This is an optimization exercise on Yosys and OpenROAD, whose aim is small area, a short achievable clock period and few clock cycles, not a production implementation.
Function was not checked in any run shown here: the RTL went through the layout flow alone.
No activity file was given, so power comes from the tool's default toggle rates.

==> design/flow/run.sh <==
#!/bin/bash
# synth_recipe.tcl (not shown) runs the flow's synth.tcl, then flattens the netlist and writes it again
# the make line also repeats each setting of config.mk as NAME=value (left out here)
make -C /OpenROAD-flow-scripts/flow DESIGN_CONFIG=/design/flow/config.mk WORK_HOME=/design/flow/orfs CLKGATE_MAP_FILE= SYNTH_SCRIPT=/design/flow/synth_recipe.tcl finish
==> design/flow/config.mk <==
export PLATFORM = sky130hd
export DESIGN_NAME = krnl_acc
export DESIGN_NICKNAME = krnl_acc
export VERILOG_FILES = /design/flow/design.v
export SDC_FILE = /design/flow/constraint.sdc
export NUM_CORES = 4
export LEC_CHECK = 0
export ABC_CLOCK_PERIOD_IN_PS = 4300
export CAP_MARGIN = 20
export CORE_MARGIN = 2
export CORE_UTILIZATION = 60
export SETUP_SLACK_MARGIN = 4.7
export SLEW_MARGIN = 20
export SYNTH_HIERARCHICAL = 1
==> design/flow/constraint.sdc <==
create_clock -name core_clock -period 9.0 [get_ports {ap_clk}]
set_input_delay 1.8000 -clock core_clock [delete_from_list [all_inputs] [get_ports {ap_clk}]]
set_output_delay 1.8000 -clock core_clock [all_outputs]
set_load 0.01 [all_outputs]
==> design/flow/design.v <==
`default_nettype none
package acc_pkg;
  localparam int LANES  = 4;
  localparam int LANE_W = 16;
  localparam int ACC_W  = 32;
  localparam int DATA_W = LANES * LANE_W;
endpackage
`default_nettype wire
`default_nettype none
`timescale 1ns/1ns
module acc_ctrl (
  input  logic        ap_clk,
  input  logic        ap_rst_n,
  input  logic        ap_start,
  input  logic [31:0] cfg,
  input  logic        ifm_valid,
  input  logic        wgt_valid,
  input  logic        ofm_ready,
  output logic        ap_idle,
  output logic        ap_done,
  output logic        take,        
  output logic        adv,         
  output logic        clr,         
  output logic        adv_out,     
  output logic        ofm_valid
);
  logic        busy;        
  logic        in_act;      
  logic        done_q;
  logic        p_v;         
  logic        p_first;     
  logic        p_last;      
  logic        p_jlast;     
  logic        cs_fin;      
  logic        cs_last;     
  logic        out_q;       
  logic        o_last;      
  logic        fresh;       
  logic [15:0] ci_q;        
  logic [15:0] pc;          
  logic [15:0] wc;          
  logic [15:0] pc_cur;      
  logic [15:0] pc_dec;
  logic [15:0] wc_dec;
  logic        last_in;     
  logic start_acc;
  logic word_end;
  logic emit;
  logic p_v_nx;
  logic p_first_nx;
  logic cs_fin_nx;
  logic out_q_nx;
  assign start_acc = ap_start && !busy;
  assign emit      = out_q && ofm_ready;
  assign adv_out   = cs_fin && (!out_q || ofm_ready);
  assign take      = in_act && ifm_valid && wgt_valid && (!p_v || adv);
  assign p_v_nx     = take ? 1'b1 : (adv ? 1'b0 : p_v);
  assign p_first_nx = take ? fresh : p_first;
  assign cs_fin_nx  = adv ? p_last : (adv_out ? 1'b0 : cs_fin);
  assign out_q_nx   = adv_out ? 1'b1 : (emit ? 1'b0 : out_q);
  assign pc_cur    = fresh ? ci_q : pc;
  assign word_end  = (pc_cur == 16'd1);
  assign last_in   = (wc == 16'd1);
  always_comb begin
    logic bp;
    logic bw;
    bp = 1'b1;
    bw = 1'b1;
    for (int i = 0; i < 16; i++) begin
      pc_dec[i] = pc_cur[i] ^ bp;
      wc_dec[i] = wc[i] ^ bw;
      bp = bp & ~pc_cur[i];
      bw = bw & ~wc[i];
    end
  end
  always_ff @(posedge ap_clk) begin
    if (!ap_rst_n) begin
      busy    <= 1'b0;
      in_act  <= 1'b0;
      done_q  <= 1'b0;
      p_v     <= 1'b0;
      cs_fin  <= 1'b0;
      out_q   <= 1'b0;
      adv     <= 1'b0;
      clr     <= 1'b0;
      fresh   <= 1'b1;
    end else begin
      done_q <= 1'b0;
      if (start_acc) begin
        busy   <= 1'b1;
        in_act <= 1'b1;
        fresh  <= 1'b1;
      end
      if (take) begin
        fresh <= word_end;
        if (word_end && last_in) in_act <= 1'b0;
      end
      p_v    <= p_v_nx;
      cs_fin <= cs_fin_nx;
      out_q  <= out_q_nx;
      adv    <= p_v_nx && !(cs_fin_nx && out_q_nx);
      clr    <= p_v_nx && !(cs_fin_nx && out_q_nx) && p_first_nx;
      if (emit && o_last) begin
        busy   <= 1'b0;
        done_q <= 1'b1;
      end
    end
  end
  always_ff @(posedge ap_clk) begin
    if (take) begin
      p_first <= fresh;
      p_last  <= word_end;
      p_jlast <= last_in;
    end
    if (adv) begin
      cs_last <= p_jlast;
    end
    if (adv_out) begin
      o_last <= cs_last;
    end
  end
  always_ff @(posedge ap_clk) begin
    if (start_acc) begin
      ci_q <= cfg[31:16];
    end
    if (take) begin
      pc <= pc_dec;
    end
    if (start_acc) begin
      wc <= cfg[15:0];
    end else if (take && word_end) begin
      wc <= wc_dec;
    end
  end
  assign ap_idle   = !busy;
  assign ap_done   = done_q;
  assign ofm_valid = out_q;
endmodule
`default_nettype wire
`default_nettype none
module mac_lane (
  input  logic [15:0] a,
  input  logic [15:0] b,
  input  logic [31:0] s_in,
  input  logic [31:0] c_in,
  output logic [31:0] s_out,
  output logic [31:0] c_out
);
  logic [255:0] pp;
  logic hs0;
  logic hc0;
  logic fs0;
  logic fc0;
  logic hs1;
  logic hc1;
  logic fs1;
  logic fc1;
  logic fs2;
  logic fc2;
  logic hs2;
  logic hc2;
  logic fs3;
  logic fc3;
  logic fs4;
  logic fc4;
  logic fs5;
  logic fc5;
  logic hs3;
  logic hc3;
  logic fs6;
  logic fc6;
  logic fs7;
  logic fc7;
  logic fs8;
  logic fc8;
  logic fs9;
  logic fc9;
  logic hs4;
  logic hc4;
  logic fs10;
  logic fc10;
  logic fs11;
  logic fc11;
  logic fs12;
  logic fc12;
  logic fs13;
  logic fc13;
  logic hs5;
  logic hc5;
  logic fs14;
  logic fc14;
  logic fs15;
  logic fc15;
  logic fs16;
  logic fc16;
  logic fs17;
  logic fc17;
  logic fs18;
  logic fc18;
  logic fs19;
  logic fc19;
  logic fs20;
  logic fc20;
  logic fs21;
  logic fc21;
  logic fs22;
  logic fc22;
  logic fs23;
  logic fc23;
  logic hs6;
  logic hc6;
  logic fs24;
  logic fc24;
  logic hs7;
  logic hc7;
  logic fs25;
  logic fc25;
  logic fs26;
  logic fc26;
  logic hs8;
  logic hc8;
  logic fs27;
  logic fc27;
  logic fs28;
  logic fc28;
  logic fs29;
  logic fc29;
  logic hs9;
  logic hc9;
  logic fs30;
  logic fc30;
  logic fs31;
  logic fc31;
  logic fs32;
  logic fc32;
  logic fs33;
  logic fc33;
  logic fs34;
  logic fc34;
  logic fs35;
  logic fc35;
  logic fs36;
  logic fc36;
  logic fs37;
  logic fc37;
  logic fs38;
  logic fc38;
  logic fs39;
  logic fc39;
  logic fs40;
  logic fc40;
  logic fs41;
  logic fc41;
  logic fs42;
  logic fc42;
  logic fs43;
  logic fc43;
  logic fs44;
  logic fc44;
  logic fs45;
  logic fc45;
  logic fs46;
  logic fc46;
  logic fs47;
  logic fc47;
  logic fs48;
  logic fc48;
  logic fs49;
  logic fc49;
  logic fs50;
  logic fc50;
  logic fs51;
  logic fc51;
  logic fs52;
  logic fc52;
  logic fs53;
  logic fc53;
  logic fs54;
  logic fc54;
  logic fs55;
  logic fc55;
  logic fs56;
  logic fc56;
  logic fs57;
  logic fc57;
  logic fs58;
  logic fc58;
  logic fs59;
  logic fc59;
  logic fs60;
  logic fc60;
  logic fs61;
  logic fc61;
  logic fs62;
  logic fc62;
  logic fs63;
  logic fc63;
  logic fs64;
  logic fc64;
  logic fs65;
  logic fc65;
  logic fs66;
  logic fc66;
  logic fs67;
  logic fc67;
  logic fs68;
  logic fc68;
  logic fs69;
  logic fc69;
  logic fs70;
  logic fc70;
  logic fs71;
  logic fc71;
  logic fs72;
  logic fc72;
  logic fs73;
  logic fc73;
  logic fs74;
  logic fc74;
  logic fs75;
  logic fc75;
  logic fs76;
  logic fc76;
  logic fs77;
  logic fc77;
  logic fs78;
  logic fc78;
  logic fs79;
  logic fc79;
  logic hs10;
  logic hc10;
  logic fs80;
  logic fc80;
  logic hs11;
  logic hc11;
  logic fs81;
  logic fc81;
  logic fs82;
  logic fc82;
  logic hs12;
  logic hc12;
  logic fs83;
  logic fc83;
  logic fs84;
  logic fc84;
  logic fs85;
  logic fc85;
  logic fs86;
  logic fc86;
  logic fs87;
  logic fc87;
  logic fs88;
  logic fc88;
  logic fs89;
  logic fc89;
  logic fs90;
  logic fc90;
  logic fs91;
  logic fc91;
  logic fs92;
  logic fc92;
  logic fs93;
  logic fc93;
  logic fs94;
  logic fc94;
  logic fs95;
  logic fc95;
  logic fs96;
  logic fc96;
  logic fs97;
  logic fc97;
  logic fs98;
  logic fc98;
  logic fs99;
  logic fc99;
  logic fs100;
  logic fc100;
  logic fs101;
  logic fc101;
  logic fs102;
  logic fc102;
  logic fs103;
  logic fc103;
  logic fs104;
  logic fc104;
  logic fs105;
  logic fc105;
  logic fs106;
  logic fc106;
  logic fs107;
  logic fc107;
  logic fs108;
  logic fc108;
  logic fs109;
  logic fc109;
  logic fs110;
  logic fc110;
  logic fs111;
  logic fc111;
  logic fs112;
  logic fc112;
  logic fs113;
  logic fc113;
  logic fs114;
  logic fc114;
  logic fs115;
  logic fc115;
  logic fs116;
  logic fc116;
  logic fs117;
  logic fc117;
  logic fs118;
  logic fc118;
  logic fs119;
  logic fc119;
  logic fs120;
  logic fc120;
  logic fs121;
  logic fc121;
  logic fs122;
  logic fc122;
  logic fs123;
  logic fc123;
  logic fs124;
  logic fc124;
  logic fs125;
  logic fc125;
  logic fs126;
  logic fc126;
  logic fs127;
  logic fc127;
  logic fs128;
  logic fc128;
  logic fs129;
  logic fc129;
  logic fs130;
  logic fc130;
  logic fs131;
  logic fc131;
  logic fs132;
  logic fc132;
  logic fs133;
  logic fc133;
  logic fs134;
  logic fc134;
  logic fs135;
  logic fc135;
  logic fs136;
  logic fc136;
  logic fs137;
  logic fc137;
  logic fs138;
  logic fc138;
  logic fs139;
  logic fc139;
  logic fs140;
  logic fc140;
  logic fs141;
  logic fc141;
  logic fs142;
  logic fc142;
  logic hs13;
  logic hc13;
  logic fs143;
  logic fc143;
  logic hs14;
  logic hc14;
  logic fs144;
  logic fc144;
  logic fs145;
  logic fc145;
  logic fs146;
  logic fc146;
  logic fs147;
  logic fc147;
  logic fs148;
  logic fc148;
  logic fs149;
  logic fc149;
  logic fs150;
  logic fc150;
  logic fs151;
  logic fc151;
  logic fs152;
  logic fc152;
  logic fs153;
  logic fc153;
  logic fs154;
  logic fc154;
  logic fs155;
  logic fc155;
  logic fs156;
  logic fc156;
  logic fs157;
  logic fc157;
  logic fs158;
  logic fc158;
  logic fs159;
  logic fc159;
  logic fs160;
  logic fc160;
  logic fs161;
  logic fc161;
  logic fs162;
  logic fc162;
  logic fs163;
  logic fc163;
  logic fs164;
  logic fc164;
  logic fs165;
  logic fc165;
  logic fs166;
  logic fc166;
  logic fs167;
  logic fc167;
  logic fs168;
  logic fc168;
  logic fs169;
  logic fc169;
  logic fs170;
  logic fc170;
  logic fs171;
  logic fc171;
  logic fs172;
  logic fc172;
  logic fs173;
  logic fc173;
  logic fs174;
  logic fc174;
  logic fs175;
  logic fc175;
  logic fs176;
  logic fc176;
  logic fs177;
  logic fc177;
  logic fs178;
  logic fc178;
  logic fs179;
  logic fc179;
  logic fs180;
  logic fc180;
  logic fs181;
  logic fc181;
  logic fs182;
  logic fc182;
  logic fs183;
  logic fc183;
  logic fs184;
  logic fc184;
  logic fs185;
  logic fc185;
  logic fs186;
  logic fc186;
  logic fs187;
  logic fc187;
  logic fs188;
  logic fc188;
  logic fs189;
  logic fc189;
  logic fs190;
  logic fc190;
  logic fs191;
  logic fc191;
  logic fs192;
  logic fc192;
  logic fs193;
  logic fc193;
  logic fs194;
  logic fc194;
  logic hs15;
  logic hc15;
  logic fs195;
  logic fc195;
  logic fs196;
  logic fc196;
  logic fs197;
  logic fc197;
  logic fs198;
  logic fc198;
  logic fs199;
  logic fc199;
  logic fs200;
  logic fc200;
  logic fs201;
  logic fc201;
  logic fs202;
  logic fc202;
  logic fs203;
  logic fc203;
  logic fs204;
  logic fc204;
  logic fs205;
  logic fc205;
  logic fs206;
  logic fc206;
  logic fs207;
  logic fc207;
  logic fs208;
  logic fc208;
  logic fs209;
  logic fc209;
  logic fs210;
  logic fc210;
  logic fs211;
  logic fc211;
  logic fs212;
  logic fc212;
  logic fs213;
  logic fc213;
  logic fs214;
  logic fc214;
  logic fs215;
  logic fc215;
  logic fs216;
  logic fc216;
  logic fs217;
  logic fc217;
  logic fs218;
  logic fc218;
  logic fs219;
  logic fc219;
  logic fs220;
  logic fc220;
  logic fs221;
  logic fc221;
  logic fs222;
  logic fc222;
  logic fs223;
  logic fc223;
  logic hs16;
  logic hc16;
  logic fs224;
  logic fc224;
  logic fs225;
  logic fc225;
  logic fs226;
  logic fc226;
  logic fs227;
  logic fc227;
  logic fs228;
  logic fc228;
  logic fs229;
  logic fc229;
  logic fs230;
  logic fc230;
  logic fs231;
  logic fc231;
  logic fs232;
  logic fc232;
  logic fs233;
  logic fc233;
  logic fs234;
  logic fc234;
  logic fs235;
  logic fc235;
  logic fs236;
  logic fc236;
  logic fs237;
  logic fc237;
  logic fs238;
  logic fc238;
  logic fs239;
  logic fc239;
  logic fs240;
  logic fc240;
  logic fs241;
  logic fc241;
  logic fs242;
  logic fc242;
  logic fs243;
  logic fc243;
  logic fs244;
  logic fc244;
  logic fs245;
  logic fc245;
  logic fs246;
  logic fc246;
  logic fs247;
  logic fc247;
  logic fs248;
  logic fc248;
  logic fs249;
  logic fc249;
  logic fs250;
  logic fc250;
  logic fs251;
  logic fc251;
  logic fs252;
  logic fc252;
  logic fs253;
  logic fc253;
  logic fs254;
  always_comb begin
    for (int i = 0; i < 16; i++) begin
      for (int j = 0; j < 16; j++) begin
        pp[i*16+j] = ~(a[i] & b[j]);
      end
    end
  end
  assign hs0 = ~(s_in[11] ^ c_in[11]);
  assign hc0 = s_in[11] | c_in[11];
  mac_fa u_fa0 (.a(s_in[12]), .b(c_in[12]), .c(pp[12]), .s(fs0), .co(fc0));
  assign hs1 = ~(pp[27] ^ pp[42]);
  assign hc1 = pp[27] | pp[42];
  mac_fa u_fa1 (.a(s_in[13]), .b(c_in[13]), .c(pp[13]), .s(fs1), .co(fc1));
  mac_fa u_fa2 (.a(pp[28]), .b(pp[43]), .c(pp[58]), .s(fs2), .co(fc2));
  assign hs2 = ~(pp[73] ^ pp[88]);
  assign hc2 = pp[73] | pp[88];
  mac_fa u_fa3 (.a(s_in[14]), .b(c_in[14]), .c(pp[14]), .s(fs3), .co(fc3));
  mac_fa u_fa4 (.a(pp[29]), .b(pp[44]), .c(pp[59]), .s(fs4), .co(fc4));
  mac_fa u_fa5 (.a(pp[74]), .b(pp[89]), .c(pp[104]), .s(fs5), .co(fc5));
  assign hs3 = ~(pp[119] ^ pp[134]);
  assign hc3 = pp[119] | pp[134];
  mac_fa u_fa6 (.a(s_in[15]), .b(c_in[15]), .c(pp[15]), .s(fs6), .co(fc6));
  mac_fa u_fa7 (.a(pp[30]), .b(pp[45]), .c(pp[60]), .s(fs7), .co(fc7));
  mac_fa u_fa8 (.a(pp[75]), .b(pp[90]), .c(pp[105]), .s(fs8), .co(fc8));
  mac_fa u_fa9 (.a(pp[120]), .b(pp[135]), .c(pp[150]), .s(fs9), .co(fc9));
  assign hs4 = ~(pp[165] ^ pp[180]);
  assign hc4 = pp[165] | pp[180];
  mac_fa u_fa10 (.a(s_in[16]), .b(c_in[16]), .c(pp[31]), .s(fs10), .co(fc10));
  mac_fa u_fa11 (.a(pp[46]), .b(pp[61]), .c(pp[76]), .s(fs11), .co(fc11));
  mac_fa u_fa12 (.a(pp[91]), .b(pp[106]), .c(pp[121]), .s(fs12), .co(fc12));
  mac_fa u_fa13 (.a(pp[136]), .b(pp[151]), .c(pp[166]), .s(fs13), .co(fc13));
  assign hs5 = ~(pp[181] ^ pp[196]);
  assign hc5 = pp[181] | pp[196];
  mac_fa u_fa14 (.a(s_in[17]), .b(c_in[17]), .c(pp[47]), .s(fs14), .co(fc14));
  mac_fa u_fa15 (.a(pp[62]), .b(pp[77]), .c(pp[92]), .s(fs15), .co(fc15));
  mac_fa u_fa16 (.a(pp[107]), .b(pp[122]), .c(pp[137]), .s(fs16), .co(fc16));
  mac_fa u_fa17 (.a(pp[152]), .b(pp[167]), .c(pp[182]), .s(fs17), .co(fc17));
  mac_fa u_fa18 (.a(s_in[18]), .b(c_in[18]), .c(pp[63]), .s(fs18), .co(fc18));
  mac_fa u_fa19 (.a(pp[78]), .b(pp[93]), .c(pp[108]), .s(fs19), .co(fc19));
  mac_fa u_fa20 (.a(pp[123]), .b(pp[138]), .c(pp[153]), .s(fs20), .co(fc20));
  mac_fa u_fa21 (.a(s_in[19]), .b(c_in[19]), .c(pp[79]), .s(fs21), .co(fc21));
  mac_fa u_fa22 (.a(pp[94]), .b(pp[109]), .c(pp[124]), .s(fs22), .co(fc22));
  mac_fa u_fa23 (.a(s_in[20]), .b(c_in[20]), .c(pp[95]), .s(fs23), .co(fc23));
  assign hs6 = ~(s_in[7] ^ c_in[7]);
  assign hc6 = s_in[7] | c_in[7];
  mac_fa u_fa24 (.a(s_in[8]), .b(c_in[8]), .c(pp[8]), .s(fs24), .co(fc24));
  assign hs7 = ~(pp[23] ^ pp[38]);
  assign hc7 = pp[23] | pp[38];
  mac_fa u_fa25 (.a(s_in[9]), .b(c_in[9]), .c(pp[9]), .s(fs25), .co(fc25));
  mac_fa u_fa26 (.a(pp[24]), .b(pp[39]), .c(pp[54]), .s(fs26), .co(fc26));
  assign hs8 = ~(pp[69] ^ pp[84]);
  assign hc8 = pp[69] | pp[84];
  mac_fa u_fa27 (.a(s_in[10]), .b(c_in[10]), .c(pp[10]), .s(fs27), .co(fc27));
  mac_fa u_fa28 (.a(pp[25]), .b(pp[40]), .c(pp[55]), .s(fs28), .co(fc28));
  mac_fa u_fa29 (.a(pp[70]), .b(pp[85]), .c(pp[100]), .s(fs29), .co(fc29));
  assign hs9 = ~(pp[115] ^ pp[130]);
  assign hc9 = pp[115] | pp[130];
  mac_fa u_fa30 (.a(pp[11]), .b(pp[26]), .c(pp[41]), .s(fs30), .co(fc30));
  mac_fa u_fa31 (.a(pp[56]), .b(pp[71]), .c(pp[86]), .s(fs31), .co(fc31));
  mac_fa u_fa32 (.a(pp[101]), .b(pp[116]), .c(pp[131]), .s(fs32), .co(fc32));
  mac_fa u_fa33 (.a(pp[146]), .b(pp[161]), .c(pp[176]), .s(fs33), .co(fc33));
  mac_fa u_fa34 (.a(hc0), .b(pp[57]), .c(pp[72]), .s(fs34), .co(fc34));
  mac_fa u_fa35 (.a(pp[87]), .b(pp[102]), .c(pp[117]), .s(fs35), .co(fc35));
  mac_fa u_fa36 (.a(pp[132]), .b(pp[147]), .c(pp[162]), .s(fs36), .co(fc36));
  mac_fa u_fa37 (.a(pp[177]), .b(pp[192]), .c(hs1), .s(fs37), .co(fc37));
  mac_fa u_fa38 (.a(pp[103]), .b(pp[118]), .c(pp[133]), .s(fs38), .co(fc38));
  mac_fa u_fa39 (.a(pp[148]), .b(pp[163]), .c(pp[178]), .s(fs39), .co(fc39));
  mac_fa u_fa40 (.a(pp[193]), .b(pp[208]), .c(hc1), .s(fs40), .co(fc40));
  mac_fa u_fa41 (.a(hs2), .b(fc0), .c(fs1), .s(fs41), .co(fc41));
  mac_fa u_fa42 (.a(pp[149]), .b(pp[164]), .c(pp[179]), .s(fs42), .co(fc42));
  mac_fa u_fa43 (.a(pp[194]), .b(pp[209]), .c(pp[224]), .s(fs43), .co(fc43));
  mac_fa u_fa44 (.a(hc2), .b(hs3), .c(fc1), .s(fs44), .co(fc44));
  mac_fa u_fa45 (.a(fc2), .b(fs3), .c(fs4), .s(fs45), .co(fc45));
  mac_fa u_fa46 (.a(pp[195]), .b(pp[210]), .c(pp[225]), .s(fs46), .co(fc46));
  mac_fa u_fa47 (.a(pp[240]), .b(hc3), .c(hs4), .s(fs47), .co(fc47));
  mac_fa u_fa48 (.a(fc3), .b(fc4), .c(fc5), .s(fs48), .co(fc48));
  mac_fa u_fa49 (.a(fs6), .b(fs7), .c(fs8), .s(fs49), .co(fc49));
  mac_fa u_fa50 (.a(pp[211]), .b(pp[226]), .c(pp[241]), .s(fs50), .co(fc50));
  mac_fa u_fa51 (.a(hc4), .b(hs5), .c(fc6), .s(fs51), .co(fc51));
  mac_fa u_fa52 (.a(fc7), .b(fc8), .c(fc9), .s(fs52), .co(fc52));
  mac_fa u_fa53 (.a(fs10), .b(fs11), .c(fs12), .s(fs53), .co(fc53));
  mac_fa u_fa54 (.a(pp[197]), .b(pp[212]), .c(pp[227]), .s(fs54), .co(fc54));
  mac_fa u_fa55 (.a(pp[242]), .b(hc5), .c(fc10), .s(fs55), .co(fc55));
  mac_fa u_fa56 (.a(fc11), .b(fc12), .c(fc13), .s(fs56), .co(fc56));
  mac_fa u_fa57 (.a(fs14), .b(fs15), .c(fs16), .s(fs57), .co(fc57));
  mac_fa u_fa58 (.a(pp[168]), .b(pp[183]), .c(pp[198]), .s(fs58), .co(fc58));
  mac_fa u_fa59 (.a(pp[213]), .b(pp[228]), .c(pp[243]), .s(fs59), .co(fc59));
  mac_fa u_fa60 (.a(fc14), .b(fc15), .c(fc16), .s(fs60), .co(fc60));
  mac_fa u_fa61 (.a(fc17), .b(fs18), .c(fs19), .s(fs61), .co(fc61));
  mac_fa u_fa62 (.a(pp[139]), .b(pp[154]), .c(pp[169]), .s(fs62), .co(fc62));
  mac_fa u_fa63 (.a(pp[184]), .b(pp[199]), .c(pp[214]), .s(fs63), .co(fc63));
  mac_fa u_fa64 (.a(pp[229]), .b(pp[244]), .c(fc18), .s(fs64), .co(fc64));
  mac_fa u_fa65 (.a(fc19), .b(fc20), .c(fs21), .s(fs65), .co(fc65));
  mac_fa u_fa66 (.a(pp[110]), .b(pp[125]), .c(pp[140]), .s(fs66), .co(fc66));
  mac_fa u_fa67 (.a(pp[155]), .b(pp[170]), .c(pp[185]), .s(fs67), .co(fc67));
  mac_fa u_fa68 (.a(pp[200]), .b(pp[215]), .c(pp[230]), .s(fs68), .co(fc68));
  mac_fa u_fa69 (.a(pp[245]), .b(fc21), .c(fc22), .s(fs69), .co(fc69));
  mac_fa u_fa70 (.a(s_in[21]), .b(c_in[21]), .c(pp[111]), .s(fs70), .co(fc70));
  mac_fa u_fa71 (.a(pp[126]), .b(pp[141]), .c(pp[156]), .s(fs71), .co(fc71));
  mac_fa u_fa72 (.a(pp[171]), .b(pp[186]), .c(pp[201]), .s(fs72), .co(fc72));
  mac_fa u_fa73 (.a(pp[216]), .b(pp[231]), .c(pp[246]), .s(fs73), .co(fc73));
  mac_fa u_fa74 (.a(s_in[22]), .b(c_in[22]), .c(pp[127]), .s(fs74), .co(fc74));
  mac_fa u_fa75 (.a(pp[142]), .b(pp[157]), .c(pp[172]), .s(fs75), .co(fc75));
  mac_fa u_fa76 (.a(pp[187]), .b(pp[202]), .c(pp[217]), .s(fs76), .co(fc76));
  mac_fa u_fa77 (.a(s_in[23]), .b(c_in[23]), .c(pp[143]), .s(fs77), .co(fc77));
  mac_fa u_fa78 (.a(pp[158]), .b(pp[173]), .c(pp[188]), .s(fs78), .co(fc78));
  mac_fa u_fa79 (.a(s_in[24]), .b(c_in[24]), .c(pp[159]), .s(fs79), .co(fc79));
  assign hs10 = ~(s_in[4] ^ c_in[4]);
  assign hc10 = s_in[4] | c_in[4];
  mac_fa u_fa80 (.a(s_in[5]), .b(c_in[5]), .c(pp[5]), .s(fs80), .co(fc80));
  assign hs11 = ~(pp[20] ^ pp[35]);
  assign hc11 = pp[20] | pp[35];
  mac_fa u_fa81 (.a(s_in[6]), .b(c_in[6]), .c(pp[6]), .s(fs81), .co(fc81));
  mac_fa u_fa82 (.a(pp[21]), .b(pp[36]), .c(pp[51]), .s(fs82), .co(fc82));
  assign hs12 = ~(pp[66] ^ pp[81]);
  assign hc12 = pp[66] | pp[81];
  mac_fa u_fa83 (.a(pp[7]), .b(pp[22]), .c(pp[37]), .s(fs83), .co(fc83));
  mac_fa u_fa84 (.a(pp[52]), .b(pp[67]), .c(pp[82]), .s(fs84), .co(fc84));
  mac_fa u_fa85 (.a(pp[97]), .b(pp[112]), .c(hs6), .s(fs85), .co(fc85));
  mac_fa u_fa86 (.a(hc6), .b(pp[53]), .c(pp[68]), .s(fs86), .co(fc86));
  mac_fa u_fa87 (.a(pp[83]), .b(pp[98]), .c(pp[113]), .s(fs87), .co(fc87));
  mac_fa u_fa88 (.a(pp[128]), .b(hs7), .c(fs24), .s(fs88), .co(fc88));
  mac_fa u_fa89 (.a(pp[99]), .b(pp[114]), .c(pp[129]), .s(fs89), .co(fc89));
  mac_fa u_fa90 (.a(pp[144]), .b(hc7), .c(hs8), .s(fs90), .co(fc90));
  mac_fa u_fa91 (.a(fc24), .b(fs25), .c(fs26), .s(fs91), .co(fc91));
  mac_fa u_fa92 (.a(pp[145]), .b(pp[160]), .c(hc8), .s(fs92), .co(fc92));
  mac_fa u_fa93 (.a(hs9), .b(fc25), .c(fc26), .s(fs93), .co(fc93));
  mac_fa u_fa94 (.a(fs27), .b(fs28), .c(fs29), .s(fs94), .co(fc94));
  mac_fa u_fa95 (.a(hs0), .b(hc9), .c(fc27), .s(fs95), .co(fc95));
  mac_fa u_fa96 (.a(fc28), .b(fc29), .c(fs30), .s(fs96), .co(fc96));
  mac_fa u_fa97 (.a(fs31), .b(fs32), .c(fs33), .s(fs97), .co(fc97));
  mac_fa u_fa98 (.a(fc30), .b(fc31), .c(fc32), .s(fs98), .co(fc98));
  mac_fa u_fa99 (.a(fc33), .b(fs34), .c(fs35), .s(fs99), .co(fc99));
  mac_fa u_fa100 (.a(fs36), .b(fs0), .c(fs37), .s(fs100), .co(fc100));
  mac_fa u_fa101 (.a(fc34), .b(fc35), .c(fc36), .s(fs101), .co(fc101));
  mac_fa u_fa102 (.a(fs38), .b(fs39), .c(fs2), .s(fs102), .co(fc102));
  mac_fa u_fa103 (.a(fs40), .b(fc37), .c(fs41), .s(fs103), .co(fc103));
  mac_fa u_fa104 (.a(fc38), .b(fc39), .c(fs42), .s(fs104), .co(fc104));
  mac_fa u_fa105 (.a(fs43), .b(fs5), .c(fc40), .s(fs105), .co(fc105));
  mac_fa u_fa106 (.a(fc41), .b(fs44), .c(fs45), .s(fs106), .co(fc106));
  mac_fa u_fa107 (.a(fc42), .b(fc43), .c(fs46), .s(fs107), .co(fc107));
  mac_fa u_fa108 (.a(fs9), .b(fs47), .c(fc44), .s(fs108), .co(fc108));
  mac_fa u_fa109 (.a(fc45), .b(fs48), .c(fs49), .s(fs109), .co(fc109));
  mac_fa u_fa110 (.a(fc46), .b(fs50), .c(fs13), .s(fs110), .co(fc110));
  mac_fa u_fa111 (.a(fc47), .b(fc48), .c(fc49), .s(fs111), .co(fc111));
  mac_fa u_fa112 (.a(fs51), .b(fs52), .c(fs53), .s(fs112), .co(fc112));
  mac_fa u_fa113 (.a(fc50), .b(fs54), .c(fs17), .s(fs113), .co(fc113));
  mac_fa u_fa114 (.a(fc51), .b(fc52), .c(fc53), .s(fs114), .co(fc114));
  mac_fa u_fa115 (.a(fs55), .b(fs56), .c(fs57), .s(fs115), .co(fc115));
  mac_fa u_fa116 (.a(fc54), .b(fs58), .c(fs59), .s(fs116), .co(fc116));
  mac_fa u_fa117 (.a(fs20), .b(fc55), .c(fc56), .s(fs117), .co(fc117));
  mac_fa u_fa118 (.a(fc57), .b(fs60), .c(fs61), .s(fs118), .co(fc118));
  mac_fa u_fa119 (.a(fc58), .b(fc59), .c(fs62), .s(fs119), .co(fc119));
  mac_fa u_fa120 (.a(fs63), .b(fs22), .c(fc60), .s(fs120), .co(fc120));
  mac_fa u_fa121 (.a(fc61), .b(fs64), .c(fs65), .s(fs121), .co(fc121));
  mac_fa u_fa122 (.a(fc62), .b(fc63), .c(fs66), .s(fs122), .co(fc122));
  mac_fa u_fa123 (.a(fs67), .b(fs68), .c(fs23), .s(fs123), .co(fc123));
  mac_fa u_fa124 (.a(fc64), .b(fc65), .c(fs69), .s(fs124), .co(fc124));
  mac_fa u_fa125 (.a(fc66), .b(fc67), .c(fc68), .s(fs125), .co(fc125));
  mac_fa u_fa126 (.a(fc23), .b(fs70), .c(fs71), .s(fs126), .co(fc126));
  mac_fa u_fa127 (.a(fs72), .b(fs73), .c(fc69), .s(fs127), .co(fc127));
  mac_fa u_fa128 (.a(pp[232]), .b(pp[247]), .c(fc70), .s(fs128), .co(fc128));
  mac_fa u_fa129 (.a(fc71), .b(fc72), .c(fc73), .s(fs129), .co(fc129));
  mac_fa u_fa130 (.a(fs74), .b(fs75), .c(fs76), .s(fs130), .co(fc130));
  mac_fa u_fa131 (.a(pp[203]), .b(pp[218]), .c(pp[233]), .s(fs131), .co(fc131));
  mac_fa u_fa132 (.a(pp[248]), .b(fc74), .c(fc75), .s(fs132), .co(fc132));
  mac_fa u_fa133 (.a(fc76), .b(fs77), .c(fs78), .s(fs133), .co(fc133));
  mac_fa u_fa134 (.a(pp[174]), .b(pp[189]), .c(pp[204]), .s(fs134), .co(fc134));
  mac_fa u_fa135 (.a(pp[219]), .b(pp[234]), .c(pp[249]), .s(fs135), .co(fc135));
  mac_fa u_fa136 (.a(fc77), .b(fc78), .c(fs79), .s(fs136), .co(fc136));
  mac_fa u_fa137 (.a(s_in[25]), .b(c_in[25]), .c(pp[175]), .s(fs137), .co(fc137));
  mac_fa u_fa138 (.a(pp[190]), .b(pp[205]), .c(pp[220]), .s(fs138), .co(fc138));
  mac_fa u_fa139 (.a(pp[235]), .b(pp[250]), .c(fc79), .s(fs139), .co(fc139));
  mac_fa u_fa140 (.a(s_in[26]), .b(c_in[26]), .c(pp[191]), .s(fs140), .co(fc140));
  mac_fa u_fa141 (.a(pp[206]), .b(pp[221]), .c(pp[236]), .s(fs141), .co(fc141));
  mac_fa u_fa142 (.a(s_in[27]), .b(c_in[27]), .c(pp[207]), .s(fs142), .co(fc142));
  assign hs13 = ~(s_in[2] ^ c_in[2]);
  assign hc13 = s_in[2] | c_in[2];
  mac_fa u_fa143 (.a(s_in[3]), .b(c_in[3]), .c(pp[3]), .s(fs143), .co(fc143));
  assign hs14 = ~(pp[18] ^ pp[33]);
  assign hc14 = pp[18] | pp[33];
  mac_fa u_fa144 (.a(pp[4]), .b(pp[19]), .c(pp[34]), .s(fs144), .co(fc144));
  mac_fa u_fa145 (.a(pp[49]), .b(pp[64]), .c(hs10), .s(fs145), .co(fc145));
  mac_fa u_fa146 (.a(hc10), .b(pp[50]), .c(pp[65]), .s(fs146), .co(fc146));
  mac_fa u_fa147 (.a(pp[80]), .b(hs11), .c(fs80), .s(fs147), .co(fc147));
  mac_fa u_fa148 (.a(pp[96]), .b(hc11), .c(hs12), .s(fs148), .co(fc148));
  mac_fa u_fa149 (.a(fc80), .b(fs81), .c(fs82), .s(fs149), .co(fc149));
  mac_fa u_fa150 (.a(hc12), .b(fc81), .c(fc82), .s(fs150), .co(fc150));
  mac_fa u_fa151 (.a(fs83), .b(fs84), .c(fs85), .s(fs151), .co(fc151));
  mac_fa u_fa152 (.a(fc83), .b(fc84), .c(fs86), .s(fs152), .co(fc152));
  mac_fa u_fa153 (.a(fs87), .b(fc85), .c(fs88), .s(fs153), .co(fc153));
  mac_fa u_fa154 (.a(fc86), .b(fc87), .c(fs89), .s(fs154), .co(fc154));
  mac_fa u_fa155 (.a(fs90), .b(fc88), .c(fs91), .s(fs155), .co(fc155));
  mac_fa u_fa156 (.a(fc89), .b(fs92), .c(fc90), .s(fs156), .co(fc156));
  mac_fa u_fa157 (.a(fc91), .b(fs93), .c(fs94), .s(fs157), .co(fc157));
  mac_fa u_fa158 (.a(fc92), .b(fc93), .c(fc94), .s(fs158), .co(fc158));
  mac_fa u_fa159 (.a(fs95), .b(fs96), .c(fs97), .s(fs159), .co(fc159));
  mac_fa u_fa160 (.a(fc95), .b(fc96), .c(fc97), .s(fs160), .co(fc160));
  mac_fa u_fa161 (.a(fs98), .b(fs99), .c(fs100), .s(fs161), .co(fc161));
  mac_fa u_fa162 (.a(fc98), .b(fc99), .c(fs101), .s(fs162), .co(fc162));
  mac_fa u_fa163 (.a(fs102), .b(fc100), .c(fs103), .s(fs163), .co(fc163));
  mac_fa u_fa164 (.a(fc101), .b(fc102), .c(fs104), .s(fs164), .co(fc164));
  mac_fa u_fa165 (.a(fs105), .b(fc103), .c(fs106), .s(fs165), .co(fc165));
  mac_fa u_fa166 (.a(fc104), .b(fs107), .c(fc105), .s(fs166), .co(fc166));
  mac_fa u_fa167 (.a(fs108), .b(fc106), .c(fs109), .s(fs167), .co(fc167));
  mac_fa u_fa168 (.a(fc107), .b(fs110), .c(fc108), .s(fs168), .co(fc168));
  mac_fa u_fa169 (.a(fc109), .b(fs111), .c(fs112), .s(fs169), .co(fc169));
  mac_fa u_fa170 (.a(fc110), .b(fs113), .c(fc111), .s(fs170), .co(fc170));
  mac_fa u_fa171 (.a(fc112), .b(fs114), .c(fs115), .s(fs171), .co(fc171));
  mac_fa u_fa172 (.a(fc113), .b(fs116), .c(fc114), .s(fs172), .co(fc172));
  mac_fa u_fa173 (.a(fs117), .b(fc115), .c(fs118), .s(fs173), .co(fc173));
  mac_fa u_fa174 (.a(fc116), .b(fs119), .c(fc117), .s(fs174), .co(fc174));
  mac_fa u_fa175 (.a(fs120), .b(fc118), .c(fs121), .s(fs175), .co(fc175));
  mac_fa u_fa176 (.a(fc119), .b(fs122), .c(fs123), .s(fs176), .co(fc176));
  mac_fa u_fa177 (.a(fc120), .b(fc121), .c(fs124), .s(fs177), .co(fc177));
  mac_fa u_fa178 (.a(fc122), .b(fc123), .c(fs125), .s(fs178), .co(fc178));
  mac_fa u_fa179 (.a(fs126), .b(fc124), .c(fs127), .s(fs179), .co(fc179));
  mac_fa u_fa180 (.a(fc125), .b(fc126), .c(fs128), .s(fs180), .co(fc180));
  mac_fa u_fa181 (.a(fs129), .b(fs130), .c(fc127), .s(fs181), .co(fc181));
  mac_fa u_fa182 (.a(fs131), .b(fc128), .c(fc129), .s(fs182), .co(fc182));
  mac_fa u_fa183 (.a(fc130), .b(fs132), .c(fs133), .s(fs183), .co(fc183));
  mac_fa u_fa184 (.a(fc131), .b(fs134), .c(fs135), .s(fs184), .co(fc184));
  mac_fa u_fa185 (.a(fc132), .b(fc133), .c(fs136), .s(fs185), .co(fc185));
  mac_fa u_fa186 (.a(fc134), .b(fc135), .c(fs137), .s(fs186), .co(fc186));
  mac_fa u_fa187 (.a(fs138), .b(fc136), .c(fs139), .s(fs187), .co(fc187));
  mac_fa u_fa188 (.a(pp[251]), .b(fc137), .c(fc138), .s(fs188), .co(fc188));
  mac_fa u_fa189 (.a(fs140), .b(fs141), .c(fc139), .s(fs189), .co(fc189));
  mac_fa u_fa190 (.a(pp[222]), .b(pp[237]), .c(pp[252]), .s(fs190), .co(fc190));
  mac_fa u_fa191 (.a(fc140), .b(fc141), .c(fs142), .s(fs191), .co(fc191));
  mac_fa u_fa192 (.a(s_in[28]), .b(c_in[28]), .c(pp[223]), .s(fs192), .co(fc192));
  mac_fa u_fa193 (.a(pp[238]), .b(pp[253]), .c(fc142), .s(fs193), .co(fc193));
  mac_fa u_fa194 (.a(s_in[29]), .b(c_in[29]), .c(pp[239]), .s(fs194), .co(fc194));
  assign hs15 = ~(s_in[1] ^ c_in[1]);
  assign hc15 = s_in[1] | c_in[1];
  mac_fa u_fa195 (.a(pp[2]), .b(pp[17]), .c(pp[32]), .s(fs195), .co(fc195));
  mac_fa u_fa196 (.a(hc13), .b(pp[48]), .c(hs14), .s(fs196), .co(fc196));
  mac_fa u_fa197 (.a(hc14), .b(fc143), .c(fs144), .s(fs197), .co(fc197));
  mac_fa u_fa198 (.a(fc144), .b(fs146), .c(fc145), .s(fs198), .co(fc198));
  mac_fa u_fa199 (.a(fc146), .b(fs148), .c(fc147), .s(fs199), .co(fc199));
  mac_fa u_fa200 (.a(fc148), .b(fc149), .c(fs150), .s(fs200), .co(fc200));
  mac_fa u_fa201 (.a(fc150), .b(fs152), .c(fc151), .s(fs201), .co(fc201));
  mac_fa u_fa202 (.a(fc152), .b(fs154), .c(fc153), .s(fs202), .co(fc202));
  mac_fa u_fa203 (.a(fc154), .b(fs156), .c(fc155), .s(fs203), .co(fc203));
  mac_fa u_fa204 (.a(fc156), .b(fc157), .c(fs158), .s(fs204), .co(fc204));
  mac_fa u_fa205 (.a(fc158), .b(fc159), .c(fs160), .s(fs205), .co(fc205));
  mac_fa u_fa206 (.a(fc160), .b(fs162), .c(fc161), .s(fs206), .co(fc206));
  mac_fa u_fa207 (.a(fc162), .b(fs164), .c(fc163), .s(fs207), .co(fc207));
  mac_fa u_fa208 (.a(fc164), .b(fs166), .c(fc165), .s(fs208), .co(fc208));
  mac_fa u_fa209 (.a(fc166), .b(fs168), .c(fc167), .s(fs209), .co(fc209));
  mac_fa u_fa210 (.a(fc168), .b(fs170), .c(fc169), .s(fs210), .co(fc210));
  mac_fa u_fa211 (.a(fc170), .b(fs172), .c(fc171), .s(fs211), .co(fc211));
  mac_fa u_fa212 (.a(fc172), .b(fs174), .c(fc173), .s(fs212), .co(fc212));
  mac_fa u_fa213 (.a(fs176), .b(fc174), .c(fc175), .s(fs213), .co(fc213));
  mac_fa u_fa214 (.a(fc176), .b(fs178), .c(fc177), .s(fs214), .co(fc214));
  mac_fa u_fa215 (.a(fc178), .b(fs180), .c(fc179), .s(fs215), .co(fc215));
  mac_fa u_fa216 (.a(fc180), .b(fs182), .c(fs183), .s(fs216), .co(fc216));
  mac_fa u_fa217 (.a(fs184), .b(fc182), .c(fc183), .s(fs217), .co(fc217));
  mac_fa u_fa218 (.a(fc184), .b(fs186), .c(fc185), .s(fs218), .co(fc218));
  mac_fa u_fa219 (.a(fc186), .b(fs188), .c(fc187), .s(fs219), .co(fc219));
  mac_fa u_fa220 (.a(fs190), .b(fc188), .c(fs191), .s(fs220), .co(fc220));
  mac_fa u_fa221 (.a(fc190), .b(fs192), .c(fc191), .s(fs221), .co(fc221));
  mac_fa u_fa222 (.a(pp[254]), .b(fc192), .c(fs194), .s(fs222), .co(fc222));
  mac_fa u_fa223 (.a(s_in[30]), .b(c_in[30]), .c(pp[255]), .s(fs223), .co(fc223));
  assign hs16 = ~(s_in[0] ^ c_in[0]);
  assign hc16 = s_in[0] | c_in[0];
  mac_fa u_fa224 (.a(pp[1]), .b(pp[16]), .c(hs15), .s(fs224), .co(fc224));
  mac_fa u_fa225 (.a(hc15), .b(hs13), .c(fs195), .s(fs225), .co(fc225));
  mac_fa u_fa226 (.a(fc195), .b(fs143), .c(fs196), .s(fs226), .co(fc226));
  mac_fa u_fa227 (.a(fs145), .b(fc196), .c(fs197), .s(fs227), .co(fc227));
  mac_fa u_fa228 (.a(fc197), .b(fs147), .c(fs198), .s(fs228), .co(fc228));
  mac_fa u_fa229 (.a(fc198), .b(fs149), .c(fs199), .s(fs229), .co(fc229));
  mac_fa u_fa230 (.a(fs151), .b(fc199), .c(fs200), .s(fs230), .co(fc230));
  mac_fa u_fa231 (.a(fc200), .b(fs153), .c(fs201), .s(fs231), .co(fc231));
  mac_fa u_fa232 (.a(fc201), .b(fs155), .c(fs202), .s(fs232), .co(fc232));
  mac_fa u_fa233 (.a(fs157), .b(fc202), .c(fs203), .s(fs233), .co(fc233));
  mac_fa u_fa234 (.a(fs159), .b(fc203), .c(fs204), .s(fs234), .co(fc234));
  mac_fa u_fa235 (.a(fs161), .b(fc204), .c(fs205), .s(fs235), .co(fc235));
  mac_fa u_fa236 (.a(fc205), .b(fs163), .c(fs206), .s(fs236), .co(fc236));
  mac_fa u_fa237 (.a(fs165), .b(fc206), .c(fs207), .s(fs237), .co(fc237));
  mac_fa u_fa238 (.a(fs167), .b(fc207), .c(fs208), .s(fs238), .co(fc238));
  mac_fa u_fa239 (.a(fs169), .b(fc208), .c(fs209), .s(fs239), .co(fc239));
  mac_fa u_fa240 (.a(fs171), .b(fc209), .c(fs210), .s(fs240), .co(fc240));
  mac_fa u_fa241 (.a(fs173), .b(fc210), .c(fs211), .s(fs241), .co(fc241));
  mac_fa u_fa242 (.a(fs175), .b(fc211), .c(fs212), .s(fs242), .co(fc242));
  mac_fa u_fa243 (.a(fs177), .b(fc212), .c(fs213), .s(fs243), .co(fc243));
  mac_fa u_fa244 (.a(fs179), .b(fc213), .c(fs214), .s(fs244), .co(fc244));
  mac_fa u_fa245 (.a(fs181), .b(fc214), .c(fs215), .s(fs245), .co(fc245));
  mac_fa u_fa246 (.a(fc181), .b(fs216), .c(fc215), .s(fs246), .co(fc246));
  mac_fa u_fa247 (.a(fs185), .b(fc216), .c(fs217), .s(fs247), .co(fc247));
  mac_fa u_fa248 (.a(fs187), .b(fc217), .c(fs218), .s(fs248), .co(fc248));
  mac_fa u_fa249 (.a(fs189), .b(fc218), .c(fs219), .s(fs249), .co(fc249));
  mac_fa u_fa250 (.a(fc189), .b(fs220), .c(fc219), .s(fs250), .co(fc250));
  mac_fa u_fa251 (.a(fs193), .b(fc220), .c(fs221), .s(fs251), .co(fc251));
  mac_fa u_fa252 (.a(fc193), .b(fs222), .c(fc221), .s(fs252), .co(fc252));
  mac_fa u_fa253 (.a(fc194), .b(fs223), .c(fc222), .s(fs253), .co(fc253));
  assign fs254 = s_in[31] ^ c_in[31] ^ fc223;
  assign s_out[0] = hs16;
  assign c_out[0] = pp[0];
  assign s_out[1] = hc16;
  assign c_out[1] = fs224;
  assign s_out[2] = fc224;
  assign c_out[2] = fs225;
  assign s_out[3] = fc225;
  assign c_out[3] = fs226;
  assign s_out[4] = fc226;
  assign c_out[4] = fs227;
  assign s_out[5] = fc227;
  assign c_out[5] = fs228;
  assign s_out[6] = fc228;
  assign c_out[6] = fs229;
  assign s_out[7] = fc229;
  assign c_out[7] = fs230;
  assign s_out[8] = fc230;
  assign c_out[8] = fs231;
  assign s_out[9] = fc231;
  assign c_out[9] = fs232;
  assign s_out[10] = fc232;
  assign c_out[10] = fs233;
  assign s_out[11] = fc233;
  assign c_out[11] = fs234;
  assign s_out[12] = fc234;
  assign c_out[12] = fs235;
  assign s_out[13] = fc235;
  assign c_out[13] = fs236;
  assign s_out[14] = fc236;
  assign c_out[14] = fs237;
  assign s_out[15] = fc237;
  assign c_out[15] = fs238;
  assign s_out[16] = fc238;
  assign c_out[16] = fs239;
  assign s_out[17] = fc239;
  assign c_out[17] = fs240;
  assign s_out[18] = fc240;
  assign c_out[18] = fs241;
  assign s_out[19] = fc241;
  assign c_out[19] = fs242;
  assign s_out[20] = fc242;
  assign c_out[20] = fs243;
  assign s_out[21] = fc243;
  assign c_out[21] = fs244;
  assign s_out[22] = fc244;
  assign c_out[22] = fs245;
  assign s_out[23] = fc245;
  assign c_out[23] = fs246;
  assign s_out[24] = fc246;
  assign c_out[24] = fs247;
  assign s_out[25] = fc247;
  assign c_out[25] = fs248;
  assign s_out[26] = fc248;
  assign c_out[26] = fs249;
  assign s_out[27] = fc249;
  assign c_out[27] = fs250;
  assign s_out[28] = fc250;
  assign c_out[28] = fs251;
  assign s_out[29] = fc251;
  assign c_out[29] = fs252;
  assign s_out[30] = fc252;
  assign c_out[30] = fs253;
  assign s_out[31] = fc253;
  assign c_out[31] = fs254;
endmodule
module mac_fa (
  input  logic a,
  input  logic b,
  input  logic c,
  output logic s,
  output logic co
);
  assign s  = a ^ b ^ c;
  assign co = (a & b) | (a & c) | (b & c);
endmodule
`default_nettype wire
`default_nettype none
`timescale 1ns/1ns
module mac_engine (
  input  logic          ap_clk,
  input  logic          take,
  input  logic          adv,
  input  logic          clr,
  input  logic          adv_out,
  input  logic [63:0]   ifm_data,
  input  logic [63:0]   wgt_data,
  output logic [127:0]  ofm_data
);
  logic [63:0]      a_q;     
  logic [63:0]      b_q;
  logic [3:0][31:0] s_q;
  logic [3:0][31:0] c_q;
  logic [3:0][31:0] s_in;
  logic [3:0][31:0] c_in;
  logic [3:0][31:0] s_nx;
  logic [3:0][31:0] c_nx;
  logic [3:0][31:0] sum;
  logic [127:0]     o_q;     
  always_ff @(posedge ap_clk) begin
    if (take) begin
      for (int i = 0; i < 8; i++) begin
        a_q[i*8 +: 8] <= ifm_data[(7-i)*8 +: 8];
        b_q[i*8 +: 8] <= wgt_data[(7-i)*8 +: 8];
      end
    end
  end
  for (genvar l = 0; l < 4; l++) begin : g_lane
    assign s_in[l] = s_q[l] | {32{clr}};
    assign c_in[l] = c_q[l] | {32{clr}};
    mac_lane i_mac_lane (
      .a     (a_q[l*16 +: 16] & {16{adv}}),
      .b     (b_q[l*16 +: 16]),
      .s_in  (s_in[l]),
      .c_in  (c_in[l]),
      .s_out (s_nx[l]),
      .c_out (c_nx[l])
    );
    assign sum[l] = ~(s_q[l] + c_q[l] + 32'd1);
  end
  always_ff @(posedge ap_clk) begin
    s_q <= s_nx;
    c_q <= c_nx;
  end
  always_ff @(posedge ap_clk) begin
    if (adv_out) begin
      for (int l = 0; l < 4; l++) begin
        for (int i = 0; i < 4; i++) begin
          o_q[l*32 + i*8 +: 8] <= sum[l][(3-i)*8 +: 8];
        end
      end
    end
  end
  assign ofm_data = o_q;
endmodule
`default_nettype wire
`default_nettype none
`timescale 1ns/1ns
module krnl_acc (
  input  logic               ap_clk,
  input  logic               ap_rst_n,
  input  logic               ap_start,
  input  logic [31:0]        cfg,
  output logic               ap_idle,
  output logic               ap_done,
  input  logic               ifm_valid,
  output logic               ifm_ready,
  input  logic [63:0]        ifm_data,
  input  logic               wgt_valid,
  output logic               wgt_ready,
  input  logic [63:0]        wgt_data,
  output logic               ofm_valid,
  input  logic               ofm_ready,
  output logic [127:0]       ofm_data
);
  logic take;
  logic adv;
  logic clr;
  logic adv_out;
  acc_ctrl i_acc_ctrl (
    .ap_clk    (ap_clk),
    .ap_rst_n  (ap_rst_n),
    .ap_start  (ap_start),
    .cfg       (cfg),
    .ifm_valid (ifm_valid),
    .wgt_valid (wgt_valid),
    .ofm_ready (ofm_ready),
    .ap_idle   (ap_idle),
    .ap_done   (ap_done),
    .take      (take),
    .adv       (adv),
    .clr       (clr),
    .adv_out   (adv_out),
    .ofm_valid (ofm_valid)
  );
  mac_engine i_mac_engine (
    .ap_clk   (ap_clk),
    .take     (take),
    .adv      (adv),
    .clr      (clr),
    .adv_out  (adv_out),
    .ifm_data (ifm_data),
    .wgt_data (wgt_data),
    .ofm_data (ofm_data)
  );
  assign ifm_ready = take;
  assign wgt_ready = take;
endmodule
`default_nettype wire
==> flow_summary.ini, run 1 <==
[outcome]
outcome = finished clean

[run]
max_cap_violations = 0

[synthesis]
synth_nets = 6223
synth-seq-cells = 574
muxShareOfSynthArea_pct = 0.3430
yosys.area.top_type = fa_1
synth_warnings = 9
yosys.area_share.simple_pct = 14.39
synth-main-ff-cell = edfxtp_1
seq_area_frac_synth_pct = 27.00
yosysMostFrequentCell = nand2_1
ys_async_sr_fraction_pct = 0
synth_top_family_by_area = adder cells
ys_top_cells_by_count = nand2_1 (1037), fa_1 (1020), buf_4 (353), edfxtp_1 (308), dfxtp_1 (266)
syn_area_um2 = 53980
synth_cell_type_count = 79
syn_avg_cell_area_um2 = 11.22
synth_edf_count = 308
synth_area_leaders = fa_1 (38%), edfxtp_1 (17%), dfxtp_1 (9.9%)
synthAdderAreaFrac_pct = 43.06
synth_compound_area_share_pct = 4.786
yosysTopAreaCellShare_pct = 37.83
synth-xor-area-share_pct = 2.026
syn_inst = 4811

[detailed_routing]
drt_iter0_markers = 2685
wl_per_cell_um = 22.64
vias = 33920
wirelength_um = 135000
drc = 0
dr.pass1.iters = 5
via_per_inst = 5.688
ant_nets = 0

[worst_setup_path]
worstPathRequired_ns = 7.20
crit_path_cell_trace = buf_2 -> nand3_4 -> a21oi_4 -> buf_12 -> buf_6
ff2ff_setup_slack_ns = 4.78
timing.critical_path.from = ifm_valid
path_buf_inv = 3
critical_path.max_fanout = 3
reg2reg_to = i_mac_engine.c_q[19]
cp.arrival_ns = 2.45
endpoint = ifm_ready
timing.rr.start = i_acc_ctrl.adv
max_stage_delay_ns = 0.17
path_delay_family = buffers and inverters
worst-setup-path-type = primary input to output pin
start_kind = primary input
crit_slowest_cell = a21oi_4
critPathCaptureType = output pin
reg2reg_depth = 10
path_depth = 5

[power]
p_leak_nw = 17.31
powerDensity_nw_per_um2 = 240.1
ir_drop_mv = 0.1572

[place]
hpwl_um = 96500
portBuffers = 298
dp_slack_ns = 3.248
gp_congestion = 0.8981
place_inst = 5801

[floorplanning]
die_h_um = 304.0
start_util_pct = 60.25
ios = 299
num_rows = 110
placeableCoreArea_um2 = 89600
die_area_um2 = 92390
die_width_um = 304.0

[clock_tree]
numCtsBuffers = 71
cts_tree = yes
h-tree-depth = 3
clockBufferDepth = 3
clock_latency_ns = 0.65
hold_buffers = 0
clkSlewWorstSetupHoldPaths_ns = 0.06
ctsRootBufferMaster = clkbuf_16
cts_sinks = 574

[sta]
finalCritPeriodShare_pct = 47.19
drv_slew = 0
finalWorstSetupSlack_ns = 4.753
finClkSkew_ns = 0.02132
hold_viol = 0
setup-tns-final_ns = 0
max_freq_mhz = 235.4
tightest_slew_ns = 0.9590
fin_crit_ns = 4.247
rsz0062_at_grt = false
finalSetupViolCount = 0
fin_hold_ws_ns = 0.4267
slew_headroom_pct = 36.06

[grt]
antenna_found_initial = 5
grt_pass1_wl_um = 212600
grt_pass1_vias = 36990
track_usage_pct = 29.97
grt_max_degree = 98
overflow = 0

[final_layout]
nNetsFinal = 6143
drive_gt1_share_pct = 10.65
syn_to_final_growth_pct = 7.456
finalNonFillerCells = 5964

[hold_path]
min_path_cells = 0
hp-class = register to register
min_from = i_acc_ctrl.p_jlast
timing repair:
item                       in CTS  in global routing
setup endpoints to repair     137                 54
gates resized for setup        84                 30
cloned                          3                  2
pin swaps                       0                  7
setup buffers                   8                 19
kinds of logic after synthesis:
logic type	Yosys count
compound gates	398
xor+xnor	118
fa+ha+maj	1246
buf+inv	771
flops	574
mux	18
simple gates	1686
area by class of cell:
class	instances	area, um^2
Antenna cell	1	2.502
Clock buffer	89	1898
Clock inverter	40	377.9
Fill cell	7075	31590
Inverter	259	972.2
Multi-Input combinational cell	3466	35000
Sequential cell	574	14580
Tap cell	1176	1471
Timing Repair Buffer	359	3701
per-module statistics from Yosys (local to each module, per instance):
module / flops+latches / times used / cell area, um^2
acc_ctrl: 62 / 1 / 2885
krnl_acc: 0 / 1 / 7.507
mac_engine: 512 / 1 / 21810
mac_fa: 0 / 1016 / 20.02
mac_lane: 0 / 4 / 2236
placed cells by master, fill, tap and decap left out, drive strengths merged, types with 16 or more instances in the layout:
cell and n:
nand2 1037, fa 1020, edfxtp 308, clkdlybuf4s50 294, dfxtp 266, inv 265, or2 258, ha 226
and2 160, a21oi 127, clkbuf 91, o21ai 76, nor2 71, a21o 65, xnor2 61, buf 60
xor2 53, nand3 37, clkinv 24, nor3 22, nor2b 22, a31oi 20, o21bai 19, nand4 18
mux2i 17, nand2b 16
worst register-to-register path, cell delays in order, from the launching register on:
cell and delay [ns]:
dfxtp_4 0.37, buf_12 0.14, buf_4 0.13, and2_2 0.43
nand2_1 0.13, fa_1 0.49, fa_1 0.58, fa_1 0.45
fa_1 0.40, fa_1 0.55, fa_1 0.42
flip-flops by register name, summed over array words and instances (netlist names), 16 cells and up:
name and flops:
i_mac_engine.c_q 128, i_mac_engine.s_q 128, i_acc_ctrl.wc 16, i_mac_engine.o_q 128, i_acc_ctrl.pc 16, i_acc_ctrl.ci_q 16, i_mac_engine.a_q 64, i_mac_engine.b_q 64
report_power, final:
group	switching, mW	leakage, nW	internal [mW]
clock	1.22	1.11	1.65
sequential	0.306	5.01	3.53
combinational	4.07	11.2	3.15
through the flow:
step	utilization, %	area [um^2]	total power, mW
floorplan	-	54020	10.07
global placement	61.54	55140	10.93
detailed placement	61.54	55140	11.04
CTS	64.41	57710	13.99
global route	64.74	58010	15.04
finish	64.74	58010	13.93
layer usage:
layer  vias to the layer above  share of wire [%]  global-route usage, %
li1                      14890                  -                      -
met5                         -             0.0081                      0
met2                      1334                 48                  48.68
met3                       170                8.2                  5.989
met1                     17530                 42                  41.76
met4                         2                2.1                  7.659
how the worst min path moves through the flow:
stage	end	slack, ns
floorplan	i_acc_ctrl.cs_last	0.40
global placement	i_acc_ctrl.cs_last	0.40
detailed placement	i_acc_ctrl.o_last	0.41
CTS	i_acc_ctrl.o_last	0.42
global route	i_acc_ctrl.o_last	0.42
finish	i_acc_ctrl.cs_last	0.43
==> run 2, diff against run 1 <==
--- a/design/flow/design.v
+++ b/design/flow/design.v
@@ -27,8 +27,6 @@
   logic        busy;        
   logic        in_act;      
   logic        done_q;
-  logic        p_v;         
-  logic        p_first;     
   logic        p_last;      
   logic        p_jlast;     
   logic        cs_fin;      
@@ -46,18 +44,14 @@
   logic start_acc;
   logic word_end;
   logic emit;
-  logic p_v_nx;
-  logic p_first_nx;
   logic cs_fin_nx;
   logic out_q_nx;
   assign start_acc = ap_start && !busy;
   assign emit      = out_q && ofm_ready;
   assign adv_out   = cs_fin && (!out_q || ofm_ready);
-  assign take      = in_act && ifm_valid && wgt_valid && (!p_v || adv);
-  assign p_v_nx     = take ? 1'b1 : (adv ? 1'b0 : p_v);
-  assign p_first_nx = take ? fresh : p_first;
-  assign cs_fin_nx  = adv ? p_last : (adv_out ? 1'b0 : cs_fin);
-  assign out_q_nx   = adv_out ? 1'b1 : (emit ? 1'b0 : out_q);
+  assign cs_fin_nx = adv ? p_last : (adv_out ? 1'b0 : cs_fin);
+  assign out_q_nx  = adv_out ? 1'b1 : (emit ? 1'b0 : out_q);
+  assign take      = in_act && ifm_valid && wgt_valid && !(cs_fin_nx && out_q_nx);
   assign pc_cur    = fresh ? ci_q : pc;
   assign word_end  = (pc_cur == 16'd1);
   assign last_in   = (wc == 16'd1);
@@ -78,7 +72,6 @@
       busy    <= 1'b0;
       in_act  <= 1'b0;
       done_q  <= 1'b0;
-      p_v     <= 1'b0;
       cs_fin  <= 1'b0;
       out_q   <= 1'b0;
       adv     <= 1'b0;
@@ -95,11 +88,10 @@
         fresh <= word_end;
         if (word_end && last_in) in_act <= 1'b0;
       end
-      p_v    <= p_v_nx;
       cs_fin <= cs_fin_nx;
       out_q  <= out_q_nx;
-      adv    <= p_v_nx && !(cs_fin_nx && out_q_nx);
-      clr    <= p_v_nx && !(cs_fin_nx && out_q_nx) && p_first_nx;
+      adv    <= take;
+      clr    <= take && fresh;
       if (emit && o_last) begin
         busy   <= 1'b0;
         done_q <= 1'b1;
@@ -108,7 +100,6 @@
   end
   always_ff @(posedge ap_clk) begin
     if (take) begin
-      p_first <= fresh;
       p_last  <= word_end;
       p_jlast <= last_in;
     end
@@ -1066,7 +1057,6 @@
 `timescale 1ns/1ns
 module mac_engine (
   input  logic          ap_clk,
-  input  logic          take,
   input  logic          adv,
   input  logic          clr,
   input  logic          adv_out,
@@ -1085,11 +1075,9 @@
   logic [3:0][31:0] sum;
   logic [127:0]     o_q;     
   always_ff @(posedge ap_clk) begin
-    if (take) begin
-      for (int i = 0; i < 8; i++) begin
-        a_q[i*8 +: 8] <= ifm_data[(7-i)*8 +: 8];
-        b_q[i*8 +: 8] <= wgt_data[(7-i)*8 +: 8];
-      end
+    for (int i = 0; i < 8; i++) begin
+      a_q[i*8 +: 8] <= ifm_data[(7-i)*8 +: 8];
+      b_q[i*8 +: 8] <= wgt_data[(7-i)*8 +: 8];
     end
   end
   for (genvar l = 0; l < 4; l++) begin : g_lane
@@ -1162,7 +1150,6 @@
   );
   mac_engine i_mac_engine (
     .ap_clk   (ap_clk),
-    .take     (take),
     .adv      (adv),
     .clr      (clr),
     .adv_out  (adv_out),
==> design/flow/config.mk (replaced) <==
export PLATFORM = sky130hd
export DESIGN_NAME = krnl_acc
export DESIGN_NICKNAME = krnl_acc
export VERILOG_FILES = /design/flow/design.v
export SDC_FILE = /design/flow/constraint.sdc
export NUM_CORES = 4
export LEC_CHECK = 0
export ABC_CLOCK_PERIOD_IN_PS = 4000
export CAP_MARGIN = 20
export CORE_MARGIN = 2
export CORE_UTILIZATION = 60
export SETUP_SLACK_MARGIN = 4.9
export SLEW_MARGIN = 20
export SYNTH_HIERARCHICAL = 1
==> flow_summary.ini, run 2 <==
[worst_setup_path]
critPathCaptureType = output pin
path_delay_family = buffers and inverters
worstPathRequired_ns = 7.20
path_buf_inv = 3
cp.arrival_ns = 2.47
critical_path.max_fanout = 3
reg2reg_to = i_mac_engine.c_q[18]
timing.rr.start = i_acc_ctrl.adv
reg2reg_depth = 10
crit_slowest_cell = a221oi_4
worst-setup-path-type = primary input to output pin
start_kind = primary input
ff2ff_setup_slack_ns = 4.91
critPathMostFrequentCell = buf_6
crit_path_cell_trace = buf_6 -> nand3_4 -> a221oi_4 -> buf_12 -> buf_6
max_stage_delay_ns = 0.27

[synthesis]
syn_area_um2 = 52670
yosysTopAreaCellShare_pct = 38.77
synth_cell_type_count = 79
syn_avg_cell_area_um2 = 10.96
synth_warnings = 9
ys_top_cells_by_count = nand2_1 (1036), fa_1 (1020), dfxtp_1 (392), buf_4 (353), inv_1 (259)
synth_nets = 6218
synth-seq-cells = 572
synth_edf_count = 180
ys_async_sr_fraction_pct = 0
syn_inst = 4806
synth_area_leaders = fa_1 (39%), dfxtp_1 (15%), edfxtp_1 (10%)
yosys.area.top_type = fa_1
synth-main-ff-cell = dfxtp_1
seq_area_frac_synth_pct = 25.16
yosysMostFrequentCell = nand2_1

[hold_path]
min_path_cells = 0
hp-class = register to register
min_from = i_acc_ctrl.cs_last
hold_end = i_acc_ctrl.o_last

[clock_tree]
clock_latency_ns = 0.63
clkSlewWorstSetupHoldPaths_ns = 0.06
cts_tree = yes
h-tree-depth = 3
cts_sinks = 572
ctsRootBufferMaster = clkbuf_16
numCtsBuffers = 70
hold_buffers = 0
clockBufferDepth = 3

[power]
powerDensity_nw_per_um2 = 211.7
ir_drop_mv = 0.1655
p_leak_nw = 17.58

[floorplanning]
die_h_um = 300.3
die_width_um = 300.3
start_util_pct = 60.62
die_area_um2 = 90170
placeableCoreArea_um2 = 86890
ios = 299
num_rows = 108

[detailed_routing]
wl_per_cell_um = 22.27
vias = 34060
ant_nets = 0
wirelength_um = 134300
drc = 0
dr.pass1.iters = 8
drt_iter0_markers = 2622
via_per_inst = 5.647

[place]
gp_congestion = 0.8947
portBuffers = 298
hpwl_um = 95090
dp_slack_ns = 3.602

[grt]
antenna_found_initial = 4
overflow = 0
track_usage_pct = 30.48
grt_pass1_vias = 36850
grt_pass1_wl_um = 209600
grt_max_degree = 66

[final_layout]
syn_to_final_growth_pct = 9.797
final_common_cell = nand2_1
largestRegisters = i_mac_engine.c_q x128, i_mac_engine.o_q x128, i_mac_engine.s_q x128
fill_cells = 6850
multi_input_area_um2 = 35200
drive_gt1_share_pct = 13.85
nNetsFinal = 6234
seqCellArea_um2 = 13280
final_cell_mix = nand2_1 (1035), fa_1 (982), dfxtp_1 (374)

[sta]
fin_crit_ns = 4.269
finalCritPeriodShare_pct = 47.43
tightest_slew_ns = 0.9741
rsz0062_at_grt = true
setup-tns-final_ns = 0
finClkSkew_ns = 0.01732
slew_headroom_pct = 34.97
finalWorstSetupSlack_ns = 4.731
max_freq_mhz = 234.3
drv_slew = 0
hold_viol = 0
finalSetupViolCount = 0

[outcome]
outcome = finished clean

[run]
max_cap_violations = 0
==> run 2: cell types whose count changed after synthesis, sizes merged <==
cell    before   now
a21boi       5     3
a21oi      127   126
a221oi       6     7
and2       160   161
and3        12    13
dfxtp      266   392
edfxtp     308   180
nand2     1037  1036
nand3       37    36
nor2        71    70
nor2b       22    20
nor3b        2     3
o211a        1     0
o21a        12    14
==> run 2: how the worst max path moves through the flow <==
stage               from        end  slack (ns)  cells after the start
2_1_floorplan  ofm_ready  wgt_ready        4.34                      3
3_3_place_gp   ofm_ready  wgt_ready        3.62                      5
3_5_place_dp   ofm_ready  wgt_ready        3.60                      5
4_1_cts        ofm_ready  wgt_ready        4.73                      5
5_1_grt        ifm_valid  ifm_ready        4.70                      5
6_report       ifm_valid  ifm_ready        4.73                      5
==> run 2: per-layer routing <==
layer	track usage [%]	part of all wire, %	vias to the layer above
li1	-	-	14950
met1	42.53	42	17450
met5	0	0	-
met4	8.095	2.9	0
met2	49.16	47	1417
met3	6.128	8.1	254
==> run 2: layout make-up <==
| cell class | instances | area share [%] |
|---|---|---|
| Antenna cell | 3 | 0.01298 |
| Clock inverter | 36 | 0.6210 |
| Sequential cell | 572 | 22.96 |
| Inverter | 259 | 1.681 |
| Timing Repair Buffer | 453 | 8.034 |
| Tap cell | 1155 | 2.499 |
| Multi-Input combinational cell | 3466 | 60.86 |
| Clock buffer | 88 | 3.328 |
==> run 2: power by group <==
part           total, mW  switching (mW)  internal [mW]
clock               2.86            1.17           1.69
sequential          3.61           0.313           3.30
combinational       5.77            3.27           2.50
==> run 2: cell families (layout without fill, tap and decap cells) <==
logic type / after synthesis / count (layout) / share of synthesized area (%)
AO/OA/AOI/OAI: 397 / 397 / 4.927
adder cells (fa/ha/maj): 1246 / 1246 / 44.14
other: 0 / 3 / 0
XOR/XNOR: 118 / 118 / 2.076
AND/OR/NAND/NOR: 1684 / 1687 / 14.74
multiplexers: 18 / 18 / 0.3516
buffers and inverters: 771 / 836 / 8.604
flip-flops: 572 / 572 / 25.16
==> run 2: what timing repair did <==
action,in CTS,in global routing
buffers inserted,64,56
gates resized for setup,162,83
pin swaps,33,46
endpoints found under the setup margin,160,68
cloned,5,8
==> run 2: metrics by stage <==
step	power [mW]	std cells	hold WS (ns)	area (um^2)	util, %
floorplan	8.426	4806	0.4003	52700	-
global placement	9.261	5772	0.4133	53750	61.86
detailed placement	9.336	5772	0.4214	53750	61.86
CTS	12.28	5965	0.4376	56990	65.59
global route	13.19	6030	0.4485	57820	66.55
finish	12.24	6032	0.4331	57830	66.56
==> run 2: worst register-to-register path, cell delays in order (launching register included) <==
cell and delay (ns):
dfxtp_4 0.39, buf_4 0.13, buf_12 0.12, and2_4 0.30, nand2_1 0.14, fa_1 0.60
fa_1 0.45, fa_1 0.41, fa_1 0.44, fa_1 0.51, fa_1 0.45
==> run 2: Yosys stat by module (local to each module, per instance) <==
module,times used,cells inside,flip-flops and latches
acc_ctrl,1,215,60
mac_fa,1016,1,0
mac_lane,4,428,0
krnl_acc,1,1,0
mac_engine,1,1862,512

afterwards: timing with drivers on the ports:
The results above use ideal ports. As a check the final layouts listed here were re-extracted and re-timed, cells and wires unchanged. Step 1 sets driving cells, clkbuf_16 on the clock port and buf_2 on the other inputs (assumed; they add their load-dependent delay and slew). Step 2, shift: input delay + t, output delay - t, t = (earliest + latest rising clock arrival at the registers) / 2. This alone moves slack from input paths to output paths. Three values: no drivers, after step 1, after step 2; two values: the first two.
run | t (ns) | setup WS [ns] | slew at the worst register clock pin (ns) | cell pins on the clock port's net
run 1 | 0.708 | 4.753 / 4.729 / 4.423 | 0.07 / 0.07 | 1
run 2 | 0.688 | 4.731 / 4.689 / 4.689 | 0.06 / 0.06 | 1
After both steps every run listed still meets setup and hold. The setup slack of run 1, which loses most, moves by -0.024 ns with the drivers and by -0.330 ns with both steps.
